This is an optimization exercise on Yosys and OpenROAD, whose aim is small area, a short achievable clock period and few clock cycles, not a production implementation.
RTL that was checked went through simulation tests only; none was proved equivalent to the original.

==> trial 2 <==
==> flow/design.v (excerpt) <==
module cpu (
    input  logic                   clk,
    input  logic                   arst_n,
    output logic [14-1:0] isram_addr,
    input  logic [32-1:0]   isram_dataout,
    output logic [14-1:0] dsram_addr,
    output logic [3:0]             dsram_wen,
    output logic [32-1:0]   dsram_datain,
    input  logic [32-1:0]   dsram_dataout
);
    localparam logic [6:0] OPC_OP     = 7'b0110011;
    localparam logic [6:0] OPC_OP_IMM = 7'b0010011;
    localparam logic [6:0] OPC_LUI    = 7'b0110111;
    localparam logic [6:0] OPC_LOAD   = 7'b0000011;
    localparam logic [6:0] OPC_STORE  = 7'b0100011;
    localparam logic [6:0] OPC_BRANCH = 7'b1100011;
    logic [15:1] fpc;        
    logic [15:1] ipc;        
    logic        ivalid;     
    logic [31:0] ir;         
    logic        dvalid;
    logic        dpred;      
    logic [15:1] dalt;       
    logic        stall_q;    
  ...
==> flow/config.mk <==
export PLATFORM = sky130hd
export DESIGN_NAME = cpu
export DESIGN_NICKNAME = cpu
export VERILOG_FILES = /design/flow/design.v
export SDC_FILE = /design/flow/constraint.sdc
export NUM_CORES = 4
export LEC_CHECK = 0
export CAP_MARGIN = 20
export CORE_MARGIN = 2
export CORE_UTILIZATION = 40
export CTS_CLUSTER_DIAMETER = 100
export CTS_CLUSTER_SIZE = 20
export PLACE_DENSITY = 0.72
export SLEW_MARGIN = 20
export TNS_END_PERCENT = 100
==> flow/constraint.sdc <==
create_clock -name core_clock -period 9.0 [get_ports {clk}]
set_input_delay 1.8000 -clock core_clock [delete_from_list [all_inputs] [get_ports {clk}]]
set_output_delay 1.8000 -clock core_clock [all_outputs]
set_load 0.01 [all_outputs]
standard.sh (not shown) runs the stock make flow with config.mk's settings and CLKGATE_MAP_FILE= SYNTH_SCRIPT=/design/flow/synth_recipe.tcl, a recipe that flattens the netlist after the stock synthesis.
==> flow/flow/run.sh <==
#!/bin/bash
# The standard layout (the standard.sh, unchanged synthesis and steps),
# with setup repair asked to leave 5.7 ns of slack at the 9 ns clock.
set -euo pipefail
bash standard.sh SETUP_SLACK_MARGIN=5.7 finish > standard.log 2>&1
==> build 53 (differences from trial 2) <==
--- a/flow/design.v
+++ b/flow/design.v
@@ -47,17 +47,18 @@
     assign i_op     = iw[6:0] == OPC_OP;
     assign i_opimm  = iw[6:0] == OPC_OP_IMM;
     assign i_lui    = iw[6:0] == OPC_LUI;
     assign i_load   = iw[6:0] == OPC_LOAD;
     assign i_store  = iw[6:0] == OPC_STORE;
     assign i_branch = iw[6:0] == OPC_BRANCH;
     assign i_use1   = i_op | i_opimm | i_load | i_store | i_branch;
     assign i_use2   = i_op | i_store | i_branch;
-    assign i_pred   = i_branch & ((iw[19:15] == iw[24:20]) ? ~iw[12] : (iw[31] | iw[12]));
+    assign i_pred   = i_branch & (iw[14:13] == 2'b00)
+                    & ((iw[19:15] == iw[24:20]) ? ~iw[12] : (iw[31] | iw[12]));
     assign i_tgt    = ipc + {{3{iw[31]}}, iw[31], iw[7], iw[30:25], iw[11:8]};
     assign i_alt    = i_pred ? fpc : i_tgt;
     logic       d_op, d_opimm, d_lui, d_load, d_store, d_branch;
     logic       d_use1, d_use2, d_wr, d_ar;
     logic [4:0] d_rs1, d_rs2, d_rd;
     logic [2:0] d_f3;
     assign d_op     = ir[6:0] == OPC_OP;
     assign d_opimm  = ir[6:0] == OPC_OP_IMM;
@@ -117,42 +118,37 @@
         end
     end
     assign d_imm = d_use2 ? 32'd0 : d_lui ? {ir[31:12], 12'd0} : {{20{ir[31]}}, ir[31:20]};
     assign opa_n = fe1 ? alu_res : fm1 ? mval : rf1;
     assign opb_n = fe2 ? alu_res : fm2 ? mval : (rf2 | d_imm);
     assign d_off   = d_store ? {{4{ir[31]}}, ir[31:25], ir[11:7]} : {{4{ir[31]}}, ir[31:20]};
     assign addr_rf = rf1[15:0] + d_off;
     assign addr_m  = mval[15:0] + d_off;
-    logic accept, stall_n;
-    assign accept  = ivalid & ~stall_q & ~mispred;
-    assign stall_n = accept & dvalid & d_wr
+    logic take, stall_c, stall_n;
+    logic [15:1] fpc_seq;
+    assign take    = ivalid & ~stall_q;
+    assign stall_c = take & dvalid & d_wr
                    & ((d_load & ((i_use1 & (iw[19:15] == d_rd)) | (i_use2 & (iw[24:20] == d_rd))))
                     | ((i_load | i_store) & (iw[19:15] == d_rd)));
+    assign stall_n = stall_c & ~mispred;
+    assign fpc_seq = (take & i_pred) ? i_tgt : stall_c ? fpc : fpc + 15'd2;
     assign isram_addr = fpc[15:2];
     always_ff @(posedge clk or negedge arst_n) begin
         if (!arst_n) begin
             fpc     <= '0;
             ivalid  <= 1'b0;
             dvalid  <= 1'b0;
             stall_q <= 1'b0;
             evalid  <= 1'b0;
             ewen    <= 1'b0;
             mwr     <= 1'b0;
         end else begin
-            if (mispred) begin
-                fpc    <= ealt;
-                ivalid <= 1'b0;
-            end else if (accept && i_pred) begin
-                fpc    <= i_tgt;
-                ivalid <= 1'b0;
-            end else begin
-                if (!stall_n) fpc <= fpc + 15'd2;
-                ivalid <= 1'b1;
-            end
+            fpc     <= mispred ? ealt : fpc_seq;
+            ivalid  <= ~mispred & ~(take & i_pred);
             dvalid  <= ~mispred & (stall_q ? dvalid : ivalid);
             stall_q <= stall_n;
             evalid  <= dvalid & ~stall_q & ~mispred;
             ewen    <= dvalid & ~stall_q & ~mispred & d_store;
             mwr     <= evalid & ewr;
         end
     end
     always_ff @(posedge clk) begin
@@ -173,17 +169,17 @@
         fm2 <= stall_q ? (evalid & ewr & (d_rs2 == erd) & d_use2)
                        : (evalid & ewr & i_use2 & (iw[24:20] == erd));
         opa     <= opa_n;
         opb     <= opb_n;
         eaddr   <= fm1 ? addr_m[15:2] : addr_rf[15:2];
         erd     <= d_rd;
         ewr     <= d_wr;
         eload   <= d_load;
-        ebranch <= d_branch;
+        ebranch <= d_branch & (d_f3[2:1] == 2'b00);    
         ebne    <= d_f3[0];
         epred   <= dpred;
         ealt    <= dalt;
         esub    <= d_ar & ((d_f3 == 3'd0 & d_op & ir[30]) | d_f3 == 3'd2 | d_f3 == 3'd3);
         esra    <= ir[30] & (d_f3 == 3'd5);
         s_add   <= ~d_ar | (d_f3 == 3'd0);
         s_sll   <= d_ar & (d_f3 == 3'd1);
         s_slt   <= d_ar & (d_f3 == 3'd2);
==> flow/flow/run.sh (replaced) <==
#!/bin/bash
# The standard layout (the standard.sh, unchanged synthesis and steps),
# with setup repair asked to leave 5.5 ns of slack at the 9 ns clock.
set -euo pipefail
bash standard.sh SETUP_SLACK_MARGIN=5.5 finish > standard.log 2>&1
==> build 8 (differences from trial 2) <==
--- a/flow/design.v
+++ b/flow/design.v
@@ -20,17 +20,16 @@
     logic        ivalid;     
     logic [31:0] ir;         
     logic        dvalid;
     logic        dpred;      
     logic [15:1] dalt;       
     logic        stall_q;    
     logic        fe1, fe2;   
     logic        fm1, fm2;   
-    logic [31:1] sel1, sel2;  
     logic        evalid;
     logic [31:0] opa, opb;
     logic [15:2] eaddr;      
     logic        ewen;       
     logic [4:0]  erd;
     logic        ewr, eload, ebranch, ebne, epred;
     logic [15:1] ealt;       
     logic        esub, esra;
@@ -49,28 +48,27 @@
     assign i_lui    = iw[6:0] == OPC_LUI;
     assign i_load   = iw[6:0] == OPC_LOAD;
     assign i_store  = iw[6:0] == OPC_STORE;
     assign i_branch = iw[6:0] == OPC_BRANCH;
     assign i_use1   = i_op | i_opimm | i_load | i_store | i_branch;
     assign i_use2   = i_op | i_store | i_branch;
     assign i_pred   = i_branch & ((iw[19:15] == iw[24:20]) ? ~iw[12] : (iw[31] | iw[12]));
     assign i_tgt    = ipc + {{3{iw[31]}}, iw[31], iw[7], iw[30:25], iw[11:8]};
-    assign i_alt    = i_pred ? fpc : i_tgt;
+    assign i_alt    = i_pred ? ipc + 15'd2 : i_tgt;
     logic       d_op, d_opimm, d_lui, d_load, d_store, d_branch;
-    logic       d_use1, d_use2, d_wr, d_ar;
+    logic       d_use2, d_wr, d_ar;
     logic [4:0] d_rs1, d_rs2, d_rd;
     logic [2:0] d_f3;
     assign d_op     = ir[6:0] == OPC_OP;
     assign d_opimm  = ir[6:0] == OPC_OP_IMM;
     assign d_lui    = ir[6:0] == OPC_LUI;
     assign d_load   = ir[6:0] == OPC_LOAD;
     assign d_store  = ir[6:0] == OPC_STORE;
     assign d_branch = ir[6:0] == OPC_BRANCH;
-    assign d_use1   = d_op | d_opimm | d_load | d_store | d_branch;
     assign d_use2   = d_op | d_store | d_branch;
     assign d_ar     = d_op | d_opimm;
     assign d_rs1    = ir[19:15];
     assign d_rs2    = ir[24:20];
     assign d_rd     = ir[11:7];
     assign d_f3     = ir[14:12];
     assign d_wr     = (d_ar | d_lui | d_load) & (d_rd != 5'd0);
     logic [31:0] bx, sum, shin, shout, alu_res;
@@ -101,32 +99,32 @@
     assign dsram_datain = opb;
     logic [31:0] mval;
     assign mval = mload ? dsram_dataout : mres;
     always_ff @(posedge clk) begin
         for (int k = 1; k < 32; k++) begin
             if (mwr && mrd == 5'(k)) rf[k] <= mval;
         end
     end
-    logic [31:0] rf1, rf2, d_imm, opa_n, opb_n;
-    logic [15:0] d_off, addr_rf, addr_m;
+    logic [31:0] rf1, rf2, d_imm, opa_n, opb_n, base;
+    logic [15:0] addr_n;
     always_comb begin
         rf1 = '0;
         rf2 = '0;
         for (int k = 1; k < 32; k++) begin
-            rf1 = rf1 | ({32{sel1[k]}} & rf[k]);
-            rf2 = rf2 | ({32{sel2[k]}} & rf[k]);
+            rf1 = rf1 | ({32{d_rs1 == 5'(k)}} & rf[k]);
+            rf2 = rf2 | ({32{d_rs2 == 5'(k)}} & rf[k]);
         end
     end
-    assign d_imm = d_use2 ? 32'd0 : d_lui ? {ir[31:12], 12'd0} : {{20{ir[31]}}, ir[31:20]};
-    assign opa_n = fe1 ? alu_res : fm1 ? mval : rf1;
-    assign opb_n = fe2 ? alu_res : fm2 ? mval : (rf2 | d_imm);
-    assign d_off   = d_store ? {{4{ir[31]}}, ir[31:25], ir[11:7]} : {{4{ir[31]}}, ir[31:20]};
-    assign addr_rf = rf1[15:0] + d_off;
-    assign addr_m  = mval[15:0] + d_off;
+    assign d_imm = d_lui ? {ir[31:12], 12'd0} : {{20{ir[31]}}, ir[31:20]};
+    assign opa_n = fe1 ? alu_res : fm1 ? mval : (d_lui ? 32'd0 : rf1);
+    assign opb_n = fe2 ? alu_res : fm2 ? mval : (d_use2 ? rf2 : d_imm);
+    assign base   = fm1 ? mval : rf1;
+    assign addr_n = base[15:0] + (d_store ? {{4{ir[31]}}, ir[31:25], ir[11:7]}
+                                          : {{4{ir[31]}}, ir[31:20]});
     logic accept, stall_n;
     assign accept  = ivalid & ~stall_q & ~mispred;
     assign stall_n = accept & dvalid & d_wr
                    & ((d_load & ((i_use1 & (iw[19:15] == d_rd)) | (i_use2 & (iw[24:20] == d_rd))))
                     | ((i_load | i_store) & (iw[19:15] == d_rd)));
     assign isram_addr = fpc[15:2];
     always_ff @(posedge clk or negedge arst_n) begin
         if (!arst_n) begin
@@ -157,29 +155,25 @@
     end
     always_ff @(posedge clk) begin
         ipc <= fpc;
         if (!stall_q) begin
             ir    <= iw;
             dpred <= i_pred;
             dalt  <= i_alt;
         end
-        for (int k = 1; k < 32; k++) begin
-            sel1[k] <= stall_q ? (d_use1 & (d_rs1 == 5'(k))) : (i_use1 & (iw[19:15] == 5'(k)));
-            sel2[k] <= stall_q ? (d_use2 & (d_rs2 == 5'(k))) : (i_use2 & (iw[24:20] == 5'(k)));
-        end
         fe1 <= ~stall_q & dvalid & d_wr & i_use1 & (iw[19:15] == d_rd);
         fe2 <= ~stall_q & dvalid & d_wr & i_use2 & (iw[24:20] == d_rd);
-        fm1 <= stall_q ? (evalid & ewr & (d_rs1 == erd) & d_use1)
+        fm1 <= stall_q ? (evalid & ewr & (d_rs1 == erd) & ~d_lui)
                        : (evalid & ewr & i_use1 & (iw[19:15] == erd));
         fm2 <= stall_q ? (evalid & ewr & (d_rs2 == erd) & d_use2)
                        : (evalid & ewr & i_use2 & (iw[24:20] == erd));
         opa     <= opa_n;
         opb     <= opb_n;
-        eaddr   <= fm1 ? addr_m[15:2] : addr_rf[15:2];
+        eaddr   <= addr_n[15:2];
         erd     <= d_rd;
         ewr     <= d_wr;
         eload   <= d_load;
         ebranch <= d_branch;
         ebne    <= d_f3[0];
         epred   <= dpred;
         ealt    <= dalt;
         esub    <= d_ar & ((d_f3 == 3'd0 & d_op & ir[30]) | d_f3 == 3'd2 | d_f3 == 3'd3);
==> flow/run.sh (new file) <==
#!/bin/bash
# synth_recipe.tcl (not shown) runs the flow's synth.tcl, then flattens the netlist and writes it again
# the make line also repeats each setting of config.mk as NAME=value (left out here)
make -C /OpenROAD-flow-scripts/flow DESIGN_CONFIG=/design/flow/config.mk WORK_HOME=/design/flow/orfs CLKGATE_MAP_FILE= SYNTH_SCRIPT=/design/flow/synth_recipe.tcl finish
- CTS_CLUSTER_DIAMETER: 100 -> unset
- CTS_CLUSTER_SIZE: 20 -> unset
- PLACE_DENSITY: 0.72 -> unset
- TNS_END_PERCENT: 100 -> unset
removed: flow/flow/run.sh
removed: flow/standard.sh
==> flow_metrics.tcl <==
set metrics [dict create \
    met1_usage 0.468 \
    taps 1903 \
    peakVddDrop_uv 166 \
    status "finished clean" \
    crit_path_max_incr_delay_ns 0.88 \
]
The numbers above come from build 8.

==> flow_metrics.tcl <==
set metrics [dict create \
    hold_buffers 0 \
    taps 1917 \
    synth.distinct_cells 83 \
    status "finished clean" \
    final_cell_mix "1040 x edfxtp_1, 499 x a22oi_1, 246 x a221oi_1" \
    crit_path_max_incr_delay_ns 0.52 \
]
The numbers above come from trial 2.

==> flow_metrics.tcl <==
set metrics [dict create \
    crit_path_max_incr_delay_ns 0.45 \
    taps 1917 \
    peakVddDrop_uv 186 \
    largest_cell_class "registers" \
    met1_usage 0.404 \
    rr_endpoint "eaddr[15]" \
    status "finished clean" \
]
The numbers above come from build 53.

Testbench counts of trial 2, summed over its fixed seeds: cycles 82,486.
Testbench counts of build 53, summed over its fixed seeds: cycles 82,486.
The RTL of build 8 was laid out without a check of its function.

afterwards: timing with drivers on the ports:
No port has a modelled driver above. Below, the same layouts with a new extraction and two added sets of constraints. Step 1 sets driving cells, clkbuf_16 on the clock port and buf_2 on the other inputs (assumed; they add their load-dependent delay and slew). Step 2 moves the port delays by t, midway between the first and last clock arrival at a register: inputs arrive t later, outputs are due t later. That takes back most of the time a late clock gives input paths. Three values: no drivers, after step 1, after step 2; two values: the first two.
run | t (ns) | setup slack, ns | worst hold slack (ns)
trial 2 | 0.788 | 5.018 / 5.018 / 4.549 | 0.325 / 0.325 / 0.325
build 53 | 0.780 | 5.292 / 5.292 / 4.587 | 0.338 / 0.338 / 0.338
build 8 | 0.881 | 3.186 / 3.186 / 3.186 | 0.324 / 0.324 / 0.324
After both steps every run listed still meets setup and hold. For build 53, which loses most, drivers alone change the setup slack by 0.000 ns; drivers and shift together by -0.705 ns.
